This is an optimization exercise on Yosys and OpenROAD, whose aim is small area, a short achievable clock period and few clock cycles per item, not a production implementation.
RTL that was checked went through simulation tests only; none was proved equivalent to the original.
Only the layout flow was run in runs 3 to 5; the RTL was not checked for function there.

==> design.v <==
package instr_register_pkg;
  typedef enum logic [2:0] {
    ZERO  = 3'd0,
    PASSA = 3'd1,
    PASSB = 3'd2,
    ADD   = 3'd3,
    SUB   = 3'd4,
    MULT  = 3'd5,
    DIV   = 3'd6,
    MOD   = 3'd7
  } opcode_t;
  typedef logic signed [31:0] operand_t;
  typedef logic [4:0]         address_t;
  typedef logic signed [63:0] result_t;
  typedef struct packed {
    opcode_t  opc;
    operand_t op_a;
    operand_t op_b;
    result_t  res;
  } instruction_t;
  typedef enum logic [2:0] {
    ST_IDLE = 3'd0,
    ST_READ = 3'd1,
    ST_EXEC = 3'd2,
    ST_OUT  = 3'd3,
    ST_FIN  = 3'd4
  } exec_state_t;
  function automatic result_t sext_operand(input operand_t op);
    sext_operand = {{32{op[31]}}, op};
  endfunction
endpackage
module instr_add32 #(
  parameter int FAST = 0
) (
  input  logic [31:0] x,
  input  logic [31:0] y,
  input  logic        ci,
  output logic [31:0] s,
  output logic        co
);
  logic [32:0] c;
  logic [31:0] p, g;
  assign c[0] = ci;
  assign p    = x ^ y;
  assign g    = x & y;
  genvar i;
  generate
    for (i = 0; i < 32 - FAST; i = i + 1) begin : g_rip
      assign s[i]   = x[i] ^ y[i] ^ c[i];
      assign c[i+1] = (x[i] & y[i]) | (x[i] & c[i]) | (y[i] & c[i]);
    end
    for (i = 32 - FAST; i < 32; i = i + 2) begin : g_cla
      assign c[i+1] = g[i] | (p[i] & c[i]);
      assign c[i+2] = g[i+1] | (p[i+1] & g[i]) | (p[i+1] & p[i] & c[i]);
      assign s[i]   = p[i] ^ c[i];
      assign s[i+1] = p[i+1] ^ c[i+1];
    end
  endgenerate
  assign co = c[32];
endmodule
module instr_step #(
  parameter int FAST = 0
) (
  input  logic        mul,
  input  logic [31:0] x,
  input  logic [31:0] b,
  input  logic        one,
  input  logic        two,
  input  logic [31:0] yo,
  input  logic        yos,
  input  logic        neg,
  input  logic        dbit,
  output logic [31:0] xo,
  output logic [1:0]  pb,
  output logic        q,
  output logic [31:0] s,
  output logic        s32
);
  logic [31:0] y, t;
  logic        y32, co, c33, t32, t33;
  assign y   = (({32{one}} & b) | ({32{two}} & {b[30:0], 1'b0}) | yo) ^ {32{neg}};
  assign y32 = ((b[31] & (one | two)) | yos) ^ neg;
  instr_add32 #(.FAST(FAST)) u_add (.x(x), .y(y), .ci(neg), .s(t), .co(co));
  assign t32 = x[31] ^ y32 ^ co;
  assign c33 = (x[31] & y32) | (x[31] & co) | (y32 & co);
  assign t33 = x[31] ^ y32 ^ c33;
  assign q   = co;
  assign pb  = t[1:0];
  assign s   = t;
  assign s32 = t32;
  assign xo  = mul ? {t33, t32, t[31:2]} : {(co ? t[30:0] : x[30:0]), dbit};
endmodule
module instr_sel2 (
  input  logic         s,
  input  logic [18:0]  a1,
  input  logic [18:0]  a0,
  output logic [18:0]  y
);
  assign y = s ? a1 : a0;
endmodule
module instr_sel4 (
  input  logic         s,
  input  logic [2:0]   opc,
  input  logic [5:0]   a11,
  input  logic [5:0]   a10,
  input  logic [5:0]   a01,
  input  logic [5:0]   a00,
  output logic [5:0]   y
);
  logic f;
  assign f = opc[2] & (opc[1] | opc[0]);
  assign y = s ? (f ? a11 : a10) : (f ? a01 : a00);
endmodule
module instr_exec_seq
#(
  parameter int DIV_EN = 1
) (
  input  logic         clk,
  input  logic         reset_n,
  input  logic         start,
  input  instr_register_pkg::address_t     start_addr,
  input  logic [5:0]   count,
  output instr_register_pkg::address_t     read_pointer,
  input  instr_register_pkg::instruction_t instruction_word,
  output logic         busy,
  output logic         done,
  output logic         res_valid,
  input  logic         res_ready,
  output instr_register_pkg::address_t     res_addr,
  output instr_register_pkg::opcode_t      res_opcode,
  output instr_register_pkg::result_t      res_value,
  output logic         res_err
);
  localparam logic [3:0] LAST_DIV = 4'd9;    
  localparam logic [3:0] LAST_MUL = 4'd4;    
  logic [2:0]  cap_opc;
  logic [31:0] cap_a;       
  logic        sa_q;        
  logic [31:0] cap_b;
  logic        cap_ok;      
  logic [5:0]  to_issue;    
  logic        it;          
  logic        post;        
  logic [3:0]  cnt;
  logic [3:0]  ext;         
  logic        bprev;       
  logic [63:0] w;
  logic [4:0]  rp;
  logic        busy_q, rv, rv_c;
  logic [1:0]  rv_g;        
  logic unused_res;
  assign unused_res = ^instruction_word.res;
  assign read_pointer = rp;
  assign res_value    = w;
  logic c_pa, c_pb, c_add, c_sub, c_mul, c_dm, c_isdiv, c_mod;
  logic sa, sb;
  assign c_pa    = (cap_opc == 3'd1);
  assign c_pb    = (cap_opc == 3'd2);
  assign c_add   = (cap_opc == 3'd3);
  assign c_sub   = (cap_opc == 3'd4);
  assign c_mul   = (cap_opc == 3'd5);
  assign c_dm    = cap_opc[2] & cap_opc[1];
  assign c_isdiv = ~cap_opc[0];
  assign c_mod   = c_dm & cap_opc[0];
  assign sa      = cap_a[31];
  assign sb      = cap_b[31];
  logic [31:0] ma, mb;
  logic [32:0] ta, tb;
  assign ma = cap_a ^ {32{sa}};
  assign mb = cap_b ^ {32{sb}};
  assign ta[32] = 1'b0;
  assign tb[32] = 1'b0;
  genvar gi;
  generate
    for (gi = 31; gi >= 0; gi = gi - 1) begin : g_len
      assign ta[gi] = ta[gi+1] | ma[gi];
      assign tb[gi] = tb[gi+1] | mb[gi];
    end
  endgenerate
  logic az, bz, a_lt_b;
  assign az    = ~ta[0] & ~sa;                  
  assign bz    = (~tb[0] & ~sb) || (DIV_EN == 0);  
  assign a_lt_b = |(tb[32:1] & ~ta[31:0]);       
  logic quick;   
  assign quick = c_mul ? (az | bz) : (bz | a_lt_b);
  logic [31:0] pv;
  logic        pneg;
  assign pv   = c_isdiv ? w[35:4] : {1'b0, ext, w[63:37]};
  assign pneg = c_isdiv ? (sa_q ^ sb) : sa_q;
  logic        xa, yb, ya, sci;
  logic [31:0] ss;
  logic        s32;
  assign xa  = ~post & (c_pa | c_add | c_sub | (c_mod & ~bz & a_lt_b));
  assign yb  = ~post & (c_pb | c_add | c_sub);
  assign ya  = ~post & c_dm & ~quick;
  assign sci = post ? pneg : (c_sub | (ya & sa));
  logic        last;
  assign last = (cnt == (c_mul ? LAST_MUL : LAST_DIV));
  logic [2:0] m0, m1, m2;    
  logic       mstart;
  logic [6:0] mb7;
  assign mstart = ~it & c_mul & ~quick;
  assign mb7 = it ? {w[5:0], bprev} : {cap_a[5:0], 1'b0};
  assign m0 = mb7[2:0];
  assign m1 = mb7[4:2];
  assign m2 = mb7[6:4];
  logic o0, o1, o2, t0, t1, t2, n0, n1, n2;
  assign o0 = ~c_mul | (m0[1] ^ m0[0]);
  assign o1 = ~c_mul | (m1[1] ^ m1[0]);
  assign o2 = ~c_mul | (m2[1] ^ m2[0]);
  assign t0 = c_mul & (m0[2] ^ m0[1]) & ~(m0[1] ^ m0[0]);
  assign t1 = c_mul & (m1[2] ^ m1[1]) & ~(m1[1] ^ m1[0]);
  assign t2 = c_mul & (m2[2] ^ m2[1]) & ~(m2[1] ^ m2[0]);
  assign n0 = c_mul ? m0[2] : ~sb;
  assign n1 = c_mul ? m1[2] : ~sb;
  assign n2 = c_mul ? m2[2] : ~sb;
  logic [31:0] x0, x1, x2, x3;
  logic [1:0]  p0, p1, p2;
  logic        q0, q1, q2;
  assign x0 = {ext, w[63:36]};
  logic [31:0] sx0, syo;
  logic        one0, two0, neg0;
  assign sx0  = it ? x0 : (xa ? cap_a : 32'd0);
  assign syo  = it ? 32'd0 : ((ya ? cap_a : 32'd0) | (post ? pv : 32'd0));
  assign one0 = (it | mstart) ? o0 : yb;
  assign two0 = (it | mstart) & t0;
  assign neg0 = (it | mstart) ? n0 : sci;
  instr_step u_st0 (.mul(c_mul), .x(sx0), .b(cap_b), .one(one0), .two(two0), .yo(syo), .yos(~it & ya & sa),
                    .neg(neg0), .dbit(it ? w[35] : ss[31]), .xo(x1), .pb(p0), .q(q0), .s(ss), .s32(s32));
  instr_step u_st1 (.mul(c_mul), .x(x1), .b(cap_b), .one(o1), .two(t1), .yo(32'd0), .yos(1'b0),
                    .neg(n1), .dbit(it ? w[34] : ss[30]), .xo(x2), .pb(p1), .q(q1), .s(), .s32());
  instr_step #(.FAST(8)) u_st2 (.mul(c_mul), .x(x2), .b(cap_b), .one(o2), .two(t2), .yo(32'd0), .yos(1'b0),
                    .neg(n2), .dbit(it ? w[33] : ss[29]), .xo(x3), .pb(p2), .q(q2), .s(), .s32());
  logic [30:0] rem;
  logic        fast;
  assign rem  = {ext, w[63:37]};
  assign fast = it & c_dm & (cnt <= 4'd6) & (&(~w[36:28] | tb[9:1])) & (&(~rem | {9'd0, tb[31:10]}));
  logic [67:0] chain;
  assign chain = c_mul ? {x3, p2, p1, p0, w[35:6]}
                       : {x3, w[32:4], q0, q1, q2, w[3:0]};
  logic pending, issue_s, issue_i, issue, finish, consumed;
  logic c_iter;
  assign c_iter   = (c_mul | c_dm) & ~quick;
  assign pending  = busy_q & cap_ok & (to_issue != 6'd0) & ~it & ~post;
  assign issue_s  = pending & ~c_iter;
  assign issue_i  = pending &  c_iter;
  assign issue    = issue_s | issue_i;
  assign finish   = (it & last & c_mul) | post;
  assign consumed = issue_s | finish;
  logic [4:0] rp_inc, rp_dec;
  logic       cap_ld;
  assign rp_inc = rp + 5'd1;
  assign rp_dec = rp - 5'd1;
  assign cap_ld = ~cap_ok | issue_s | finish;
  logic lastbeat;
  assign lastbeat = rv & (to_issue == 6'd0);   
  localparam int NL = 19;
  logic [NL-1:0] late1, late0, late;
  logic          n_ok, n_it, n_rv, n_busy, n_done, n_rvo, n_busyo, n_rvc, go;
  logic [1:0]    n_rvg, wde;
  logic          newres;
  assign newres = issue_s | finish;
  assign late1 = {1'b1, issue_i | (it & ~last), newres, ~lastbeat, lastbeat,
                  newres, ~(res_valid & (to_issue == 6'd0)), {2{newres}}, newres,
                  2'b11, issue};
  assign late0 = {~(issue & rv), (issue_i & ~rv) | (it & ~last), rv | newres, 1'b1, 1'b0,
                  res_valid | newres, 1'b1, rv_g | {2{newres}}, rv_c | newres,
                  ~rv_g, issue & ~rv_c};
  instr_sel2 u_late (.s(res_ready), .a1(late1), .a0(late0), .y(late));
  assign {n_ok, n_it, n_rv, n_busy, n_done, n_rvo, n_busyo, n_rvg, n_rvc, wde, go} = late;
  always_ff @(posedge clk or negedge reset_n) begin
    if (!reset_n) begin
      busy_q    <= 1'b0;
      done      <= 1'b0;
      rv        <= 1'b0;
      it        <= 1'b0;
      post      <= 1'b0;
      cap_ok    <= 1'b0;
    end else begin
      if (!busy_q) begin
        it        <= 1'b0;
        post      <= 1'b0;
        cap_ok    <= 1'b0;
        rv        <= 1'b0;
        busy_q    <= start & ~done & (count != 6'd0);
        done      <= start & ~done & (count == 6'd0);
      end else begin
        cap_ok    <= n_ok;
        it        <= n_it;
        post      <= it & last & ~c_mul;
        rv        <= n_rv;
        busy_q    <= n_busy;
        done      <= n_done;
      end
    end
  end
  always_ff @(posedge clk) begin
    cap_a <= instruction_word.op_a;
    if (cap_ld) begin
      cap_opc <= instruction_word.opc;
      cap_b   <= instruction_word.op_b;
    end
    if (!busy_q) begin
      rp       <= start_addr;
      to_issue <= count;
    end else begin
      if (!n_ok)       rp <= rp_dec;    
      else if (cap_ld) rp <= rp_inc;
      if (go) to_issue <= to_issue - 6'd1;
    end
    if (go) begin
      sa_q       <= sa;
      res_addr   <= rp_dec;
      res_opcode <= instr_register_pkg::opcode_t'(cap_opc);
      res_err    <= c_dm & bz;
    end
    if (issue_i && go) cnt <= 4'd0;
    else if (it)       cnt <= cnt + (fast ? 4'd3 : 4'd1);
  end
  logic [67:0] w_nx;
  logic        bprev_nx;
  always_comb begin
    bprev_nx = it ? w[5] : cap_a[5];
    if (fast)                 w_nx = {rem[21:0], w[36:28], w[27:4], 9'd0, w[3:0]};
    else if (it)              w_nx = chain;
    else if (issue_i && c_dm) w_nx = {x3, ss[28:0], 1'b0, q1, q2, 4'd0};
    else if (issue_i)         w_nx = {x3, p2, p1, p0, {4{cap_a[31]}}, cap_a[31:6]};
    else                      w_nx = {4'd0, {32{s32}}, ss};
  end
  genvar gb;
  generate
    for (gb = 0; gb < 8; gb = gb + 1) begin : g_wb
      always_ff @(posedge clk) begin
        if (wde[gb/4]) w[8*gb+7:8*gb] <= w_nx[8*gb+7:8*gb];
      end
    end
  endgenerate
  always_ff @(posedge clk) begin
    if (wde[1]) ext   <= w_nx[67:64];
    if (wde[0]) bprev <= bprev_nx;
  end
  always_ff @(posedge clk or negedge reset_n) begin
    if (!reset_n) begin
      busy      <= 1'b0;
      res_valid <= 1'b0;
      rv_g      <= 2'd0;
      rv_c      <= 1'b0;
    end else if (!busy_q) begin
      busy      <= start & ~done & (count != 6'd0);
      res_valid <= 1'b0;
      rv_g      <= 2'd0;
      rv_c      <= 1'b0;
    end else begin
      busy      <= n_busyo;
      res_valid <= n_rvo;
      rv_g      <= n_rvg;
      rv_c      <= n_rvc;
    end
  end
endmodule
==> flow/run.sh <==
#!/bin/bash
set -euo pipefail
bash standard.sh "BUFFER_PORTS_ARGS=-buffer_cell sky130_fd_sc_hd__buf_1" finish > flow_make.log 2>&1
==> standard.sh <==
#!/bin/bash
# synth_recipe.tcl (not shown) runs the flow's synth.tcl, then flattens the netlist and writes it again
# the make line also repeats each setting of config.mk as NAME=value (left out here)
make -C /OpenROAD-flow-scripts/flow DESIGN_CONFIG=/design/flow/config.mk WORK_HOME=/design/flow/orfs CLKGATE_MAP_FILE= SYNTH_SCRIPT=/design/flow/synth_recipe.tcl "${@:-finish}"
==> config.mk <==
export PLATFORM = sky130hd
export DESIGN_NAME = instr_exec_seq
export DESIGN_NICKNAME = instr_exec_seq
export VERILOG_FILES = /design/flow/design.v
export SDC_FILE = /design/flow/constraint.sdc
export NUM_CORES = 8
export LEC_CHECK = 0
export ABC_AREA = 1
export CAP_MARGIN = 20
export CORE_MARGIN = 2
export CORE_UTILIZATION = 50
export PLACE_DENSITY = 0.55
export SLEW_MARGIN = 20
==> constraint.sdc <==
create_clock -name core_clock -period 240.0 [get_ports {clk}]
set_input_delay 48.0000 -clock core_clock [delete_from_list [all_inputs] [get_ports {clk}]]
set_output_delay 48.0000 -clock core_clock [all_outputs]
set_load 0.01 [all_outputs]
==> summary.txt, run 1 <==
# Post-CTS Setup Buffers=0; Port Buffers=162; Detailed Route WL=73.8 mm; mux cell area share after synthesis=0.000608; cell accounting for the most synthesized area=edfxtp_1; drt first pass iters=6; setup TNS=0 ps; Synth Area in XOR/XNOR=0.0684; CP bufs+invs=1; GP Congestion=1.10; Mapped Nets=2414; Die W=185 um; Avg WL per Cell=27.2 um; Final Hold Fails=0; Crit Reg-Reg Endpoint=w[40]$_DFFE_PP_; Compound-Gate Fraction of Synth Area=0.225; Longest Clk Path Bufs=2; Fillers=3203; largest family of logic cells by synthesized area=compound AO/OA/AOI/OAI gates; min-delay worst type=flip-flop to flip-flop; predominant post-synthesis flop cell=edfxtp_1; FMAX=0.0202 GHz; Worst-Skew Late Latency=480 ps; critical path's top delay family=flip-flops; Worst slew margin=0.389; commonest non-fill, non-tap cells in the layout=418 x nand2_1, 268 x inv_1, 162 x buf_1; Final Cycle Share=0.206; Worst setup endpoint=res_value[35]; Mapped Avg Cell Area=7.62 um^2; Critical Path Source Type=flip-flop; clk slew on worst S/H paths=90 ps; H-tree depth=4; Starting Density=0.507; most common cell after layout, fill and taps aside=nand2_1; via count=17500; Reg2Reg Depth=132; pre-CTS WS=190390 ps; number of buffers created by CTS=17; WS Path Type=flip-flop to primary output; DPL Wire Length=55.5 mm; final setup fails=0; share of cells above drive strength 1=0.0552; DIE AREA=0.0344 mm^2; Crit-path slowest cell=edfxtp_1; Synth top area share=0.228; Synth Area in Adders=0.124; DRC=0; Core Util, Final=0.552; critical path depth in cells=1; Post-Synth Simple-Gate Area=0.192; critical-path cell list=buf_1; Slew Viols, Final=0; R2R Path Start=cap_a[31]$_DFF_P_; synth top area cells=edfxtp_1 23%, fa_1 11%, nand2_1 9.6%; initial antenna violation count=2; measured slew at the worst slew-check pin=893 ps; core footprint=0.0325 mm^2; Syn. warnings=1; Seq/Total Area, Yosys=0.288; setup ws final=190470 ps; Async SR Flop Fraction=0.0640; DIE HEIGHT=185 um; Netlist cell types=60; Num Clock Sinks=172; IO Pins=227; R2R Setup Slk=190630 ps; hold_buf cts=0; Max stage delay on crit path=820 ps; CTS tree=yes; Yosys reg bits=172; row cnt=66; pin count of the biggest net entering global routing=66; Setup crit start=w[35]$_DFFE_PP_; CP arrival=1530 ps; number of synthesized flops with an enable pin=125; RSZ-0062 raised after global routing=false; synthesis-to-layout area growth=8.68%; PostCTS Resize Cnt=0; final net count=2506; vias in the first global route=16300; CP required=192000 ps; Avg Vias per Cell=6.45; antenna viol nets, final=0; Synth Cell Area=0.0165 mm^2; clock skew=25.8 ps; gr usage total=0.434; Hold Slack=523 ps; Max Cap Violations=0; CP Capture Type=primary output; Starting DRT DRC Count=2485; total congestion overflow=0; worst-path fanout max=6; first-pass GRT wire length=107 mm; cells after synthesis=2161; minimum clock period=49530 ps; clk root buf=clkbuf_16; status=no timing/DRC/antenna violations
[worst min-delay path: stages, from the launching register on]
cell	delay, ps
dfxtp_1	330
nor2_1	90
a211oi_1	50
[registers in the layout (all words and copies together) (netlist names)]
register / flops
bprev: 1
w: 64
ext: 4
rv_c: 1
done: 1
cap_b: 32
rp: 5
rv: 1
res_addr: 5
it: 1
cap_a: 32
to_issue: 6
res_valid: 1
res_opcode: 3
cap_ok: 1
cnt: 4
busy: 1
cap_opc: 3
res_err: 1
sa_q: 1
post: 1
busy_q: 1
rv_g: 2
[per-stage QoR]
stage / std cells / instance area [um^2]
finish: 2709 / 17900
global route: 2708 / 17900
CTS: 2707 / 17900
detailed placement: 2675 / 17300
global placement: 2675 / 17300
floorplan: 2161 / 16500
[kinds of logic after synthesis]
| logic type | Yosys count |
|---|---|
| xor gates and xnor gates | 121 |
| AOI/OAI and AO/OA | 611 |
| and+or+nand+nor | 743 |
| adders and majority gates | 107 |
| DFF | 172 |
| muxes | 1 |
| buffers and inverters | 406 |
[cells in the mapped netlist, types with 19 or more instances]
master	n
nand2_1	421
inv_1	271
nor2_1	160
a21oi_1	146
o22ai_1	140
edfxtp_1	125
o21ai_0	120
fa_1	94
xor2_1	93
nand3_1	87
clkbuf_1	80
o21ai_1	46
a221oi_1	40
dfxtp_1	36
o21bai_1	29
nor3_1	26
o211ai_1	20
xnor2_1	19
[how the worst min path moves through the flow]
stage	start	to	slack (ps)	depth (start not counted)
finish	cnt[1]$_SDFFE_PP0P_	cnt[1]$_SDFFE_PP0P_	520	2
global route	cnt[1]$_SDFFE_PP0P_	cnt[1]$_SDFFE_PP0P_	560	2
CTS	cnt[1]$_SDFFE_PP0P_	cnt[1]$_SDFFE_PP0P_	530	2
detailed placement	cnt[1]$_SDFFE_PP0P_	cnt[1]$_SDFFE_PP0P_	510	2
global placement	cnt[0]$_SDFFE_PP0P_	cnt[0]$_SDFFE_PP0P_	480	2
floorplan	cap_a[31]$_DFF_P_	sa_q$_DFFE_PP_	410	0
[area by class of cell]
type                    instances  area [um^2]  share of cell area
flip-flops and latches        172         4750               0.265
well taps                     442          553              0.0309
multi-input cells            1583        10100               0.564
inverters                     286         1080              0.0601
clock inverters                13          134             0.00748
repair buffers                193          858              0.0480
diodes                          1         2.50            0.000140
clock buffers                  19          433              0.0242
[metal layers]
metal  track usage  part of all wire  vias to the layer above
li1              -                 -                     7547
met1         0.555              0.38                     8310
met2         0.627              0.41                     1322
met3         0.165              0.15                      282
met4         0.243             0.063                        2
met5             0           0.00015                        -
Testbench counts, summed over its fixed seeds: cycles 17,563, items 6,353.
==> run 2: changes to the inputs <==
--- a/config.mk
+++ b/config.mk
@@ -9,5 +9,5 @@
 export CAP_MARGIN = 20
 export CORE_MARGIN = 2
 export CORE_UTILIZATION = 50
-export PLACE_DENSITY = 0.55
+export PLACE_DENSITY = 0.8
 export SLEW_MARGIN = 20
==> summary.txt, run 2 <==
most common cell after layout, fill and taps aside=nand2_1; status=no timing/DRC/antenna violations; Detailed Route WL=74.2 mm; core footprint=0.0325 mm^2; synthesis-to-layout area growth=8.73%; # Post-CTS Setup Buffers=0; number of synthesized flops with an enable pin=125; drt first pass iters=10; Seq/Total Area, Yosys=0.288; Crit Reg-Reg Endpoint=w[40]$_DFFE_PP_; hold_buf cts=0; min-delay worst type=flip-flop to flip-flop; clock skew=23.9 ps; R2R Path Start=cap_b[31]$_DFFE_PP_; row cnt=66; Avg Vias per Cell=6.50; initial antenna violation count=4; cell accounting for the most synthesized area=edfxtp_1; first-pass GRT wire length=107 mm; number of buffers created by CTS=17; WS Path Type=input pin to flip-flop; Synth Cell Area=0.0165 mm^2; H-tree depth=4; clk slew on worst S/H paths=80 ps; vias in the first global route=16300; CP required=240150 ps; Worst-Skew Late Latency=480 ps; DIE HEIGHT=185 um; Slew Viols, Final=0; Max Cap Violations=0; via count=17600; antenna viol nets, final=0; CP Capture Type=flip-flop; Yosys reg bits=172; commonest non-fill, non-tap cells in the layout=420 x nand2_1, 269 x inv_1, 162 x buf_1; final setup fails=0; synth top area cells=edfxtp_1 23%, fa_1 11%, nand2_1 9.6%; top flop regs=w (64), cap_a (32), cap_b (32); Async SR Flop Fraction=0.0640; Final Hold Fails=0; IO Pins=227; PostCTS Resize Cnt=0; worst-path fanout max=11; Avg WL per Cell=27.4 um; minimum clock period=49570 ps; CP arrival=49720 ps; Syn. warnings=1; largest register by flop count=w; final net count=2508; Mapped Nets=2414; Starting DRT DRC Count=2830; top-count cell post-synth=nand2_1; Netlist cell types=60; Critical Path Source Type=input pin; Num Clock Sinks=172; DRC=0; R2R Setup Slk=191030 ps; pin count of the biggest net entering global routing=59; DIE AREA=0.0344 mm^2; Setup crit start=res_ready; cells after synthesis=2161; FMAX=0.0202 GHz; Synth top area share=0.228; Longest Clk Path Bufs=2; setup ws final=190430 ps; setup TNS=0 ps; Final Cycle Share=0.207; measured slew at the worst slew-check pin=1000 ps; Mapped Avg Cell Area=7.62 um^2; predominant post-synthesis flop cell=edfxtp_1; GP Congestion=1.07; gr usage total=0.436; total congestion overflow=0; pre-CTS WS=189990 ps; Reg2Reg Depth=136; most frequent cells after synthesis=421 x nand2_1, 271 x inv_1, 160 x nor2_1, 146 x a21oi_1, 140 x o22ai_1; clk root buf=clkbuf_16; Port Buffers=162; share of cells above drive strength 1=0.0560; CTS tree=yes; number of flip-flops in the largest register=64; Worst slew margin=0.324; RSZ-0062 raised after global routing=false; Starting Density=0.507; Worst setup endpoint=to_issue[5]$_DFFE_PP_; DPL Wire Length=55.8 mm; Die W=185 um
[run 2: cell counts after synthesis]
Identical to the previous run, type by type.
[run 2: worst min path at each step]
stage / start / end / slack, ps / cells past startpoint
final: cnt[1]$_SDFFE_PP0P_ / cnt[1]$_SDFFE_PP0P_ / 520 / 2
after global routing: cnt[0]$_SDFFE_PP0P_ / cnt[0]$_SDFFE_PP0P_ / 560 / 2
after CTS: cnt[1]$_SDFFE_PP0P_ / cnt[1]$_SDFFE_PP0P_ / 520 / 2
after detailed placement: cnt[0]$_SDFFE_PP0P_ / cnt[0]$_SDFFE_PP0P_ / 510 / 2
after global placement: cnt[0]$_SDFFE_PP0P_ / cnt[0]$_SDFFE_PP0P_ / 490 / 2
after floorplan: cap_a[31]$_DFF_P_ / sa_q$_DFFE_PP_ / 410 / 0
[run 2: cells by family after synthesis]
group,after synthesis,share of synthesized area
AOI/OAI and AO/OA,611,0.225
buffers and inverters,406,0.101
DFF,172,0.288
xor gates and xnor gates,121,0.0684
adders and majority gates,107,0.124
and+or+nand+nor,743,0.192
muxes,1,0.000608
[run 2: layer usage]
layer / wire, um / vias to the layer above / global-route usage
met5: 23 / - / 0
met4: 5050 / 4 / 0.249
met3: 10300 / 262 / 0.122
met2: 30800 / 1529 / 0.634
met1: 28000 / 8290 / 0.581
li1: - / 7547 / -
[run 2: final cells by class]
class	instances	area, um^2
fillers	3164	14500
repair buffers	195	856
clock buffers	18	439
diodes	2	5.00
well taps	442	553
flip-flops and latches	172	4750
multi-input cells	1583	10100
inverters	286	1080
clock inverters	14	143
[run 2: worst max-delay path, cell delays in order]
cell	delay (ps)
buf_1	200
nor2_1	110
nor2_1	760
inv_1	320
nand2_1	330
[run 2: per-stage QoR]
step           area [um^2]  std cells  utilization  hold slack [ps]
2_1_floorplan        16500       2161            -              409
4_1_cts              17900       2710        0.552              522
6_report             17900       2712        0.552              517
3_3_place_gp         17300       2678        0.534              489
5_1_grt              17900       2710        0.552              558
3_5_place_dp         17300       2678        0.534              506
==> run 3: changes to the inputs <==
--- a/design.v
+++ b/design.v
@@ -92,9 +92,9 @@
 endmodule
 module instr_sel2 (
   input  logic         s,
-  input  logic [18:0]  a1,
-  input  logic [18:0]  a0,
-  output logic [18:0]  y
+  input  logic [12:0]  a1,
+  input  logic [12:0]  a0,
+  output logic [12:0]  y
 );
   assign y = s ? a1 : a0;
 endmodule
@@ -182,7 +182,9 @@
   assign bz    = (~tb[0] & ~sb) || (DIV_EN == 0);  
   assign a_lt_b = |(tb[32:1] & ~ta[31:0]);       
   logic quick;   
-  assign quick = c_mul ? (az | bz) : (bz | a_lt_b);
+  logic a_small;    
+  assign a_small = ~ta[5];
+  assign quick = c_mul ? (az | bz | a_small) : (bz | a_lt_b);
   logic [31:0] pv;
   logic        pneg;
   assign pv   = c_isdiv ? w[35:4] : {1'b0, ext, w[63:37]};
@@ -199,7 +201,7 @@
   logic [2:0] m0, m1, m2;    
   logic       mstart;
   logic [6:0] mb7;
-  assign mstart = ~it & c_mul & ~quick;
+  assign mstart = ~it & c_mul & ~(az | bz);
   assign mb7 = it ? {w[5:0], bprev} : {cap_a[5:0], 1'b0};
   assign m0 = mb7[2:0];
   assign m1 = mb7[4:2];
@@ -254,7 +256,7 @@
   assign cap_ld = ~cap_ok | issue_s | finish;
   logic lastbeat;
   assign lastbeat = rv & (to_issue == 6'd0);   
-  localparam int NL = 19;
+  localparam int NL = 13;
   logic [NL-1:0] late1, late0, late;
   logic          n_ok, n_it, n_rv, n_busy, n_done, n_rvo, n_busyo, n_rvc, go;
   logic [1:0]    n_rvg, wde;
@@ -325,6 +327,8 @@
     else if (it)              w_nx = chain;
     else if (issue_i && c_dm) w_nx = {x3, ss[28:0], 1'b0, q1, q2, 4'd0};
     else if (issue_i)         w_nx = {x3, p2, p1, p0, {4{cap_a[31]}}, cap_a[31:6]};
+    else if (c_mul & a_small & ~az & ~bz)
+                              w_nx = {4'd0, {26{x3[31]}}, x3, p2, p1, p0};
     else                      w_nx = {4'd0, {32{s32}}, ss};
   end
   genvar gb;
--- a/config.mk
+++ b/config.mk
@@ -9,5 +9,5 @@
 export CAP_MARGIN = 20
 export CORE_MARGIN = 2
 export CORE_UTILIZATION = 50
-export PLACE_DENSITY = 0.8
+export PLACE_DENSITY = 0.65
 export SLEW_MARGIN = 20
==> summary.txt, run 3 <==
synthesis-to-layout area growth=8.23%; Slew Viols, Final=0; Max stage delay on crit path=740 ps; final setup fails=0; number of flip-flops in the largest register=64; clk root buf=clkbuf_16; fin cells=3070; Final Hold Fails=0; Longest Clk Path Bufs=2; predominant post-synthesis flop cell=edfxtp_1; Compound-Gate Fraction of Synth Area=0.209; most frequent cells after synthesis=582 x nand2_1, 325 x inv_1, 221 x o21ai_0, 185 x nor2_1, 162 x nand3_1; DPL Wire Length=63.6 mm; Netlist cell types=64; measured slew at the worst slew-check pin=984 ps; IO Pins=227; number of synthesized flops with an enable pin=125; WS Path Type=flip-flop to primary output; DIE AREA=0.0375 mm^2; H-tree depth=4; Avg WL per Cell=26.7 um; PostCTS Resize Cnt=0; Async SR Flop Fraction=0.0640; Mapped Avg Cell Area=7.14 um^2; Setup crit start=w[31]$_DFFE_PP_; GP Congestion=1.10; RSZ-0062 raised after global routing=false; Seq/Total Area, Yosys=0.264; Synth Area in Adders=0.113; mux cell area share after synthesis=0.000557; Mapped Nets=2767; commonest non-fill, non-tap cells in the layout=582 x nand2_1, 324 x inv_1, 221 x o21ai_0; gr usage total=0.432; top-count cell post-synth=nand2_1; pin count of the biggest net entering global routing=66; Avg Vias per Cell=6.26; Final Cycle Share=0.206; total congestion overflow=0; Worst-Skew Late Latency=480 ps; row cnt=69; Synth Cell Area=0.0180 mm^2; largest register by flop count=w; R2R Path Start=cap_b[31]$_DFFE_PP_; share of cells above drive strength 1=0.0809; setup TNS=0 ps; drt first pass iters=6; Reg2Reg Depth=136; top flop regs=w (64), cap_a (32), cap_b (32); vias in the first global route=18000; CP bufs+invs=1; core footprint=0.0355 mm^2; Port Buffers=162; hold_buf cts=0; critical path's top delay family=flip-flops; Crit-path slowest cell=edfxtp_1; CP arrival=1420 ps; largest family of logic cells by synthesized area=simple AND/OR/NAND/NOR gates; Detailed Route WL=81.9 mm; Yosys reg bits=172; Post-Synth Simple-Gate Area=0.248; synth top area cells=edfxtp_1 21%, nand2_1 12%, fa_1 10%; Die W=194 um; cell accounting for the most synthesized area=edfxtp_1; number of buffers created by CTS=17; clk slew on worst S/H paths=80 ps; Max Cap Violations=0; Num Clock Sinks=172; CP required=192000 ps; final net count=2846; R2R Setup Slk=190780 ps; min-delay worst type=flip-flop to flip-flop; CTS tree=yes; Syn. warnings=1; placed cells=3036; worst-path fanout max=7; first-pass GRT wire length=118 mm; CP Capture Type=primary output; FMAX=0.0202 GHz; Critical Path Source Type=flip-flop; Synth Area in XOR/XNOR=0.0565; critical-path cell list=buf_1; DIE HEIGHT=194 um; minimum clock period=49430 ps; worst hold path depth=0; # Post-CTS Setup Buffers=0; Crit Reg-Reg Endpoint=w[7]$_SDFFCE_PP0P_; status=no timing/DRC/antenna violations; Starting Density=0.506; cells after synthesis=2515; Worst slew margin=0.337; Starting DRT DRC Count=2763; hold endpoint=res_opcode[2]$_DFFE_PP_; DRC=0; Hold Startpoint=cap_opc[2]$_DFFE_PP_; most common cell after layout, fill and taps aside=nand2_1; clock skew=26.5 ps; via count=19200; Synth top area share=0.209; initial antenna violation count=4; antenna viol nets, final=0
==> run 3: per-stage QoR <==
stage | setup slack (ps) | instance area, um^2 | hold WS, ps | util
finish | 190580 | 19400 | 534 | 0.548
global route | 189190 | 19400 | 550 | 0.548
CTS | 190600 | 19400 | 528 | 0.548
detailed placement | 190130 | 18800 | 510 | 0.531
global placement | 190130 | 18800 | 525 | 0.531
floorplan | 190740 | 18000 | 424 | -
==> run 3: per-layer routing <==
metal,share of wire,GRT usage,vias up
met5,0.00087,0,-
met4,0.096,0.340,4
met3,0.11,0.0995,338
met2,0.42,0.644,1375
met1,0.37,0.541,9000
li1,-,-,8516
==> run 3: cell type report <==
| cell class | count | area (um^2) |
|---|---|---|
| flip-flops and latches | 172 | 4750 |
| repair buffers | 201 | 901 |
| clock buffers | 17 | 425 |
| well taps | 461 | 577 |
| diodes | 2 | 5.00 |
| multi-input cells | 1858 | 11300 |
| inverters | 344 | 1290 |
| fillers | 3592 | 16000 |
| clock inverters | 15 | 175 |
==> run 3: cells by family (layout without fill, tap and decap cells) <==
family | Yosys count | in the layout
XOR/XNOR | 115 | 115
flip-flops | 172 | 172
AO/OA/AOI/OAI | 606 | 606
adder cells (fa/ha/maj) | 106 | 106
multiplexers | 1 | 1
buffers and inverters | 485 | 577
AND/OR/NAND/NOR | 1030 | 1030
other | 0 | 2
==> run 3: how the worst max path moves through the flow <==
stage | to | slack [ps] | depth (start not counted)
final | res_value[31] | 190580 | 1
after global routing | w[7]$_SDFFCE_PP0P_ | 189190 | 136
after CTS | cnt[1]$_SDFFE_PP0P_ | 190600 | 6
after detailed placement | cnt[1]$_SDFFE_PP0P_ | 190130 | 6
after global placement | cnt[1]$_SDFFE_PP0P_ | 190130 | 6
after floorplan | ext[0]$_DFFE_PP_ | 190740 | 2
==> run 4: changes to the inputs <==
--- a/config.mk
+++ b/config.mk
@@ -5,7 +5,6 @@
 export SDC_FILE = /design/flow/constraint.sdc
 export NUM_CORES = 8
 export LEC_CHECK = 0
-export ABC_AREA = 1
 export CAP_MARGIN = 20
 export CORE_MARGIN = 2
 export CORE_UTILIZATION = 50
==> summary.txt, run 4 <==
Max Cap Violations=0; number of synthesized flops with an enable pin=125; most frequent cells after synthesis=210 x nand2_1, 178 x o21ai_0, 159 x clkbuf_1, 154 x nor2_1, 134 x a21oi_1; WS Path Type=flip-flop to flip-flop; Yosys reg bits=172; Worst-Skew Late Latency=470 ps; CP Capture Type=flip-flop; DIE AREA=0.0365 mm^2; final setup fails=0; FMAX=0.0199 GHz; Seq/Total Area, Yosys=0.271; status=no timing/DRC/antenna violations; clock skew=14.2 ps; via count=18600; Synth top area share=0.215; synth top area cells=edfxtp_1 21%, fa_1 11%, mux2i_1 5.3%; Netlist cell types=79; final net count=2340; commonest non-fill, non-tap cells in the layout=208 x nand2_1, 177 x o21ai_0, 162 x buf_1; cells after synthesis=2061; drt first pass iters=6; Final Hold Fails=0; Async SR Flop Fraction=0.0640; most common cell after layout, fill and taps aside=nand2_1; pin count of the biggest net entering global routing=73; Num Clock Sinks=172; largest register by flop count=w; vias in the first global route=16900; initial antenna violation count=1; GP Congestion=1.03; measured slew at the worst slew-check pin=1090 ps; DPL Wire Length=59.8 mm; cell accounting for the most synthesized area=edfxtp_1; Mapped Avg Cell Area=8.49 um^2; synthesis-to-layout area growth=8.43%; fin cells=2558; Port Buffers=162; clk root buf=clkbuf_16; predominant post-synthesis flop cell=edfxtp_1; clk slew on worst S/H paths=70 ps; Longest Clk Path Bufs=2; Detailed Route WL=84.8 mm; DRC=0; row cnt=68; Die W=191 um; Max stage delay on crit path=770 ps; top flop regs=w (64), cap_a (32), cap_b (32); PostCTS Resize Cnt=0; DIE HEIGHT=191 um; antenna viol nets, final=0; Starting DRT DRC Count=3395; Avg WL per Cell=33.2 um; Slew Viols, Final=0; placed cells=2523; number of buffers created by CTS=17; Synth Cell Area=0.0175 mm^2; top-count cell post-synth=nand2_1; hold_buf cts=0; # Post-CTS Setup Buffers=0; Final Cycle Share=0.210; total congestion overflow=0; gr usage total=0.462; setup TNS=0 ps; minimum clock period=50330 ps; Avg Vias per Cell=7.27; Starting Density=0.507; CP required=240290 ps; core footprint=0.0345 mm^2; CTS tree=yes; Critical Path Source Type=flip-flop; worst-path fanout max=49; first-pass GRT wire length=120 mm; Syn. warnings=1; share of cells above drive strength 1=0.0643; min-delay worst type=flip-flop to flip-flop; Crit-path slowest cell=a2111oi_0; CP arrival=50620 ps; H-tree depth=4; Worst slew margin=0.271; most frequent CP cell=fa_1; RSZ-0062 raised after global routing=false; IO Pins=227; Mapped Nets=2313; number of flip-flops in the largest register=64
-- run 4: cell count changes in the layout (fill, tap and decap cells not counted), sizes merged, moves of 72 or more --
cell   delta
a22oi    +86
inv     -298
mux2i    +91
nand2   -396
nand3   -128
o21ai    -72
o22ai    -95
-- run 4: per-layer routing --
metal,up-vias,share of wire,GRT usage
met5,-,0,0
met2,1688,0.39,0.603
li1,7690,-,-
met4,0,0.060,0.239
met3,305,0.17,0.215
met1,8911,0.38,0.627
-- run 4: per-stage QoR --
step / utilization / area [um^2] / hold WS, ps / setup WS, ps
2_1_floorplan: - / 17500 / 436 / 190740
3_3_place_gp: 0.531 / 18400 / 466 / 190480
3_5_place_dp: 0.531 / 18400 / 471 / 190370
4_1_cts: 0.549 / 19000 / 482 / 190250
5_1_grt: 0.549 / 19000 / 521 / 188300
6_report: 0.549 / 19000 / 481 / 189670
-- run 4: critical path: cells and delay by family, from the launching register on --
family,cells,cell delay (ps)
fa+ha+maj,85,40800
compound gates,16,3860
buf+inv,7,2200
simple gates,6,1730
flops,1,660
mux,2,530
xor+xnor,1,200
-- run 4: cell families after synthesis --
| kind of cell | Yosys count | share of synthesized area |
|---|---|---|
| DFF | 172 | 0.271 |
| buffers and inverters | 252 | 0.0584 |
| AOI/OAI and AO/OA | 720 | 0.275 |
| adders and majority gates | 106 | 0.116 |
| and+or+nand+nor | 561 | 0.146 |
| muxes | 104 | 0.0604 |
| xor gates and xnor gates | 146 | 0.0731 |
-- run 4: worst paths after layout --
path,cells after the start,start,slack (ps),to
setup / recovery,117,cap_b[23]$_DFFE_PP_,189670,w[62]$_DFFE_PP_
hold / removal,1,done$_DFF_PN0_,480,done$_DFF_PN0_
setup reg to reg,117,cap_b[23]$_DFFE_PP_,189670,w[62]$_DFFE_PP_
hold reg to reg,1,done$_DFF_PN0_,480,done$_DFF_PN0_
max in group asynchronous,1,reset_n,192040,it$_DFF_PN0_
min in group asynchronous,1,reset_n,47510,cap_ok$_DFF_PN0_
-- run 4: layout make-up --
type	instances	area (um^2)
Tap cell	455	569
Fill cell	3299	15600
Clock buffer	17	425
Multi-Input combinational cell	1637	11800
Inverter	43	161
Timing Repair Buffer	217	1030
Antenna cell	2	5.00
Clock inverter	15	183
Sequential cell	172	4750
==> run 5: changes to the inputs <==
--- a/design.v
+++ b/design.v
@@ -92,9 +92,9 @@
 endmodule
 module instr_sel2 (
   input  logic         s,
-  input  logic [12:0]  a1,
-  input  logic [12:0]  a0,
-  output logic [12:0]  y
+  input  logic [18:0]  a1,
+  input  logic [18:0]  a0,
+  output logic [18:0]  y
 );
   assign y = s ? a1 : a0;
 endmodule
@@ -132,7 +132,7 @@
   output logic         res_err
 );
   localparam logic [3:0] LAST_DIV = 4'd9;    
-  localparam logic [3:0] LAST_MUL = 4'd4;    
+  localparam logic [3:0] LAST_MUL = 4'd5;    
   logic [2:0]  cap_opc;
   logic [31:0] cap_a;       
   logic        sa_q;        
@@ -182,9 +182,7 @@
   assign bz    = (~tb[0] & ~sb) || (DIV_EN == 0);  
   assign a_lt_b = |(tb[32:1] & ~ta[31:0]);       
   logic quick;   
-  logic a_small;    
-  assign a_small = ~ta[5];
-  assign quick = c_mul ? (az | bz | a_small) : (bz | a_lt_b);
+  assign quick = c_mul ? (az | bz) : (bz | a_lt_b);
   logic [31:0] pv;
   logic        pneg;
   assign pv   = c_isdiv ? w[35:4] : {1'b0, ext, w[63:37]};
@@ -192,20 +190,16 @@
   logic        xa, yb, ya, sci;
   logic [31:0] ss;
   logic        s32;
-  assign xa  = ~post & (c_pa | c_add | c_sub | (c_mod & ~bz & a_lt_b));
+  assign xa  = ~post & (c_pa | c_add | c_sub | (c_mul & ~quick) | (c_mod & ~bz & a_lt_b));
   assign yb  = ~post & (c_pb | c_add | c_sub);
   assign ya  = ~post & c_dm & ~quick;
   assign sci = post ? pneg : (c_sub | (ya & sa));
   logic        last;
   assign last = (cnt == (c_mul ? LAST_MUL : LAST_DIV));
   logic [2:0] m0, m1, m2;    
-  logic       mstart;
-  logic [6:0] mb7;
-  assign mstart = ~it & c_mul & ~(az | bz);
-  assign mb7 = it ? {w[5:0], bprev} : {cap_a[5:0], 1'b0};
-  assign m0 = mb7[2:0];
-  assign m1 = mb7[4:2];
-  assign m2 = mb7[6:4];
+  assign m0 = {w[1:0], bprev};
+  assign m1 = w[3:1];
+  assign m2 = w[5:3];
   logic o0, o1, o2, t0, t1, t2, n0, n1, n2;
   assign o0 = ~c_mul | (m0[1] ^ m0[0]);
   assign o1 = ~c_mul | (m1[1] ^ m1[0]);
@@ -224,9 +218,9 @@
   logic        one0, two0, neg0;
   assign sx0  = it ? x0 : (xa ? cap_a : 32'd0);
   assign syo  = it ? 32'd0 : ((ya ? cap_a : 32'd0) | (post ? pv : 32'd0));
-  assign one0 = (it | mstart) ? o0 : yb;
-  assign two0 = (it | mstart) & t0;
-  assign neg0 = (it | mstart) ? n0 : sci;
+  assign one0 = it ? o0 : yb;
+  assign two0 = it & t0;
+  assign neg0 = it ? n0 : sci;
   instr_step u_st0 (.mul(c_mul), .x(sx0), .b(cap_b), .one(one0), .two(two0), .yo(syo), .yos(~it & ya & sa),
                     .neg(neg0), .dbit(it ? w[35] : ss[31]), .xo(x1), .pb(p0), .q(q0), .s(ss), .s32(s32));
   instr_step u_st1 (.mul(c_mul), .x(x1), .b(cap_b), .one(o1), .two(t1), .yo(32'd0), .yos(1'b0),
@@ -256,7 +250,7 @@
   assign cap_ld = ~cap_ok | issue_s | finish;
   logic lastbeat;
   assign lastbeat = rv & (to_issue == 6'd0);   
-  localparam int NL = 13;
+  localparam int NL = 19;
   logic [NL-1:0] late1, late0, late;
   logic          n_ok, n_it, n_rv, n_busy, n_done, n_rvo, n_busyo, n_rvc, go;
   logic [1:0]    n_rvg, wde;
@@ -322,13 +316,11 @@
   logic [67:0] w_nx;
   logic        bprev_nx;
   always_comb begin
-    bprev_nx = it ? w[5] : cap_a[5];
+    bprev_nx = it & w[5];
     if (fast)                 w_nx = {rem[21:0], w[36:28], w[27:4], 9'd0, w[3:0]};
     else if (it)              w_nx = chain;
     else if (issue_i && c_dm) w_nx = {x3, ss[28:0], 1'b0, q1, q2, 4'd0};
-    else if (issue_i)         w_nx = {x3, p2, p1, p0, {4{cap_a[31]}}, cap_a[31:6]};
-    else if (c_mul & a_small & ~az & ~bz)
-                              w_nx = {4'd0, {26{x3[31]}}, x3, p2, p1, p0};
+    else if (issue_i)         w_nx = {4'd0, 28'd0, {4{s32}}, ss};    
     else                      w_nx = {4'd0, {32{s32}}, ss};
   end
   genvar gb;
--- a/config.mk
+++ b/config.mk
@@ -5,6 +5,7 @@
 export SDC_FILE = /design/flow/constraint.sdc
 export NUM_CORES = 8
 export LEC_CHECK = 0
+export ABC_AREA = 1
 export CAP_MARGIN = 20
 export CORE_MARGIN = 2
 export CORE_UTILIZATION = 50
==> summary.txt, run 5 <==
status=no timing/DRC/antenna violations; CP required=240330 ps; Synth top area share=0.236; Num Clock Sinks=172; CP arrival=50270 ps; DIE HEIGHT=182 um; min-delay worst type=flip-flop to flip-flop; Hold Startpoint=cap_opc[2]$_DFFE_PP_; clock skew=12.6 ps; Core Util, Final=0.552; total congestion overflow=0; multi-input logic area=0.00953 mm^2; Netlist cell types=57; # Post-CTS Setup Buffers=0; CP Capture Type=flip-flop; minimum clock period=49940 ps; Avg WL per Cell=25.5 um; DIE AREA=0.0332 mm^2; most frequent CP cell=fa_1; Avg Vias per Cell=6.41; Mapped Nets=2296; final setup fails=0; Die W=182 um; Synth Cell Area=0.0159 mm^2; DPL Wire Length=48.9 mm; antenna viol nets, final=0; row cnt=65; final net count=2397; Worst slew margin=0.167; measured slew at the worst slew-check pin=1220 ps; RSZ-0062 raised after global routing=false; synthesis-to-layout area growth=9.11%; largest register by flop count=w; Async SR Flop Fraction=0.0640; top flop regs=w (64), cap_a (32), cap_b (32); via count=16400; synth top area cells=edfxtp_1 24%, fa_1 12%, nand2_1 7.7%; cells after synthesis=2044; PostCTS Resize Cnt=0; Port Buffers=162; CTS tree=yes; Detailed Route WL=65.3 mm; Crit-path slowest cell=inv_1; Setup crit start=cap_b[31]$_DFFE_PP_; critical path depth in cells=130; hold_buf cts=0; Syn. warnings=1; cell accounting for the most synthesized area=edfxtp_1; number of flip-flops in the largest register=64; clk root buf=clkbuf_16; CP bufs+invs=9; Fillers=3049; gr usage total=0.393; Starting DRT DRC Count=2547; worst hold path depth=0; Final Cycle Share=0.208; worst-path fanout max=35; Mapped Avg Cell Area=7.77 um^2; Final Hold Fails=0; WS Path Type=flip-flop to flip-flop; Max stage delay on crit path=820 ps; IO Pins=227; predominant post-synthesis flop cell=edfxtp_1; H-tree depth=4; pin count of the biggest net entering global routing=73; Yosys reg bits=172; initial antenna violation count=2; Max Cap Violations=0; Starting Density=0.506; vias in the first global route=15600; share of cells above drive strength 1=0.0584; core footprint=0.0314 mm^2; critical path's top delay family=adder cells; commonest non-fill, non-tap cells in the layout=323 x nand2_1, 283 x inv_1, 184 x o21ai_0; drt first pass iters=9; Worst-Skew Late Latency=470 ps; Critical Path Source Type=flip-flop; DRC=0; most frequent cells after synthesis=325 x nand2_1, 284 x inv_1, 184 x o21ai_0, 148 x o22ai_1, 146 x nor2_1; top-count cell post-synth=nand2_1; Longest Clk Path Bufs=2; first-pass GRT wire length=96.7 mm; clk slew on worst S/H paths=70 ps; FMAX=0.0200 GHz; Reg2Reg Depth=130; number of buffers created by CTS=17; number of synthesized flops with an enable pin=125; Slew Viols, Final=0; GP Congestion=1.05; setup TNS=0 ps; Seq/Total Area, Yosys=0.299; R2R Path Start=cap_b[31]$_DFFE_PP_; register area=0.00475 mm^2; most common cell after layout, fill and taps aside=nand2_1
-- run 5: changes by cell type after synthesis, sizes merged, moves of 25 or more --
| cell | before | now |
|---|---|---|
| inv | 40 | 294 |
| o22ai | 8 | 148 |
| nand2 | 211 | 331 |
| a22oi | 110 | 6 |
| mux2i | 92 | 1 |
| clkbuf | 159 | 82 |
| xnor2 | 65 | 14 |
| a31oi | 39 | 3 |
| a21oi | 135 | 165 |
| a22o | 30 | 0 |
| o21ai | 181 | 210 |
| xor2 | 81 | 107 |
| o21bai | 1 | 26 |
| or3 | 25 | 0 |
-- run 5: final timing paths --
check / slack, ps / end
hold reg to reg: 500 / res_opcode[2]$_DFFE_PP_
setup reg to reg: 190060 / w[38]$_DFFE_PP_
hold / removal: 500 / res_opcode[2]$_DFFE_PP_
min in group asynchronous: 47540 / busy$_DFF_PN0_
setup / recovery: 190060 / w[38]$_DFFE_PP_
max in group asynchronous: 192030 / it$_DFF_PN0_
-- run 5: per-layer routing --
layer / GRT usage / part of all wire / up-vias
li1: - / - / 7201
met1: 0.502 / 0.37 / 7745
met2: 0.592 / 0.43 / 1249
met3: 0.121 / 0.14 / 238
met4: 0.224 / 0.063 / 0
met5: 0 / 0 / -
-- run 5: worst reg2reg max path, delay by kind of cell, from the launching register on --
kind / cells / cell delay (ps)
adder cells (fa/ha/maj): 85 / 39450
XOR/XNOR: 1 / 380
buffers and inverters: 9 / 2600
flip-flops: 1 / 360
AND/OR/NAND/NOR: 23 / 4370
AO/OA/AOI/OAI: 12 / 2660
-- run 5: cells by family (layout without fill, tap and decap cells) --
logic type               after synthesis  in the layout  share of synthesized area
adder cells (fa/ha/maj)              106            106                      0.127
AND/OR/NAND/NOR                      585            585                      0.157
multiplexers                           1              1                   0.000630
flip-flops                           172            172                      0.299
AO/OA/AOI/OAI                        648            648                      0.246
buffers and inverters                411            525                      0.104
XOR/XNOR                             121            121                     0.0667
other                                  0              2                          0
-- run 5: layout make-up --
cell class                 count  area share
antenna                        2    0.000289
sequential                   172       0.274
multi-input combinational   1461       0.550
timing repair buffer         194      0.0489
inverter                     299      0.0649
tap                          402      0.0290
clock inverter                12     0.00751
clock buffer                  20      0.0258
-- run 5: metrics by stage --
step | worst slack, ps | area (um^2) | hold slack [ps] | instances
after floorplan | 190740 | 15900 | 450 | 2044
after global placement | 190080 | 16800 | 479 | 2528
after detailed placement | 190010 | 16800 | 478 | 2528
after CTS | 190320 | 17300 | 495 | 2560
after global routing | 188520 | 17300 | 502 | 2562
final | 190060 | 17300 | 499 | 2562

static timing again, ports no longer ideal:
In the flow no input, the clock included, has a driving cell. The finished layouts below were timed again as built, in two steps. Step 1: set_driving_cell puts a clkbuf_16 on clk and a buf_2 on each other input, an assumption about the parent block. Step 2 also shifts input and output timing later by t, the mid clock arrival at the registers, as if the neighbouring blocks saw the same clock. a / b / c = ideal ports / drivers / drivers and shift; a / b = the first two.
run | t, ns | setup slack, ns | pins driven straight from the clock port
run 1 | 0.526 | 190.473 / 190.414 / 190.428 | 1
run 2 | 0.516 | 190.425 / 190.454 / 189.938 | 1
run 3 | 0.524 | 190.575 / 190.517 / 190.441 | 1
run 4 | 0.524 | 189.668 / 189.668 / 189.668 | 1
run 5 | 0.508 | 190.056 / 190.056 / 189.971 | 1
After both steps setup and hold are still met in every run listed. The setup slack of run 2, which loses most, moves by +0.029 ns with the drivers and by -0.487 ns with both steps.
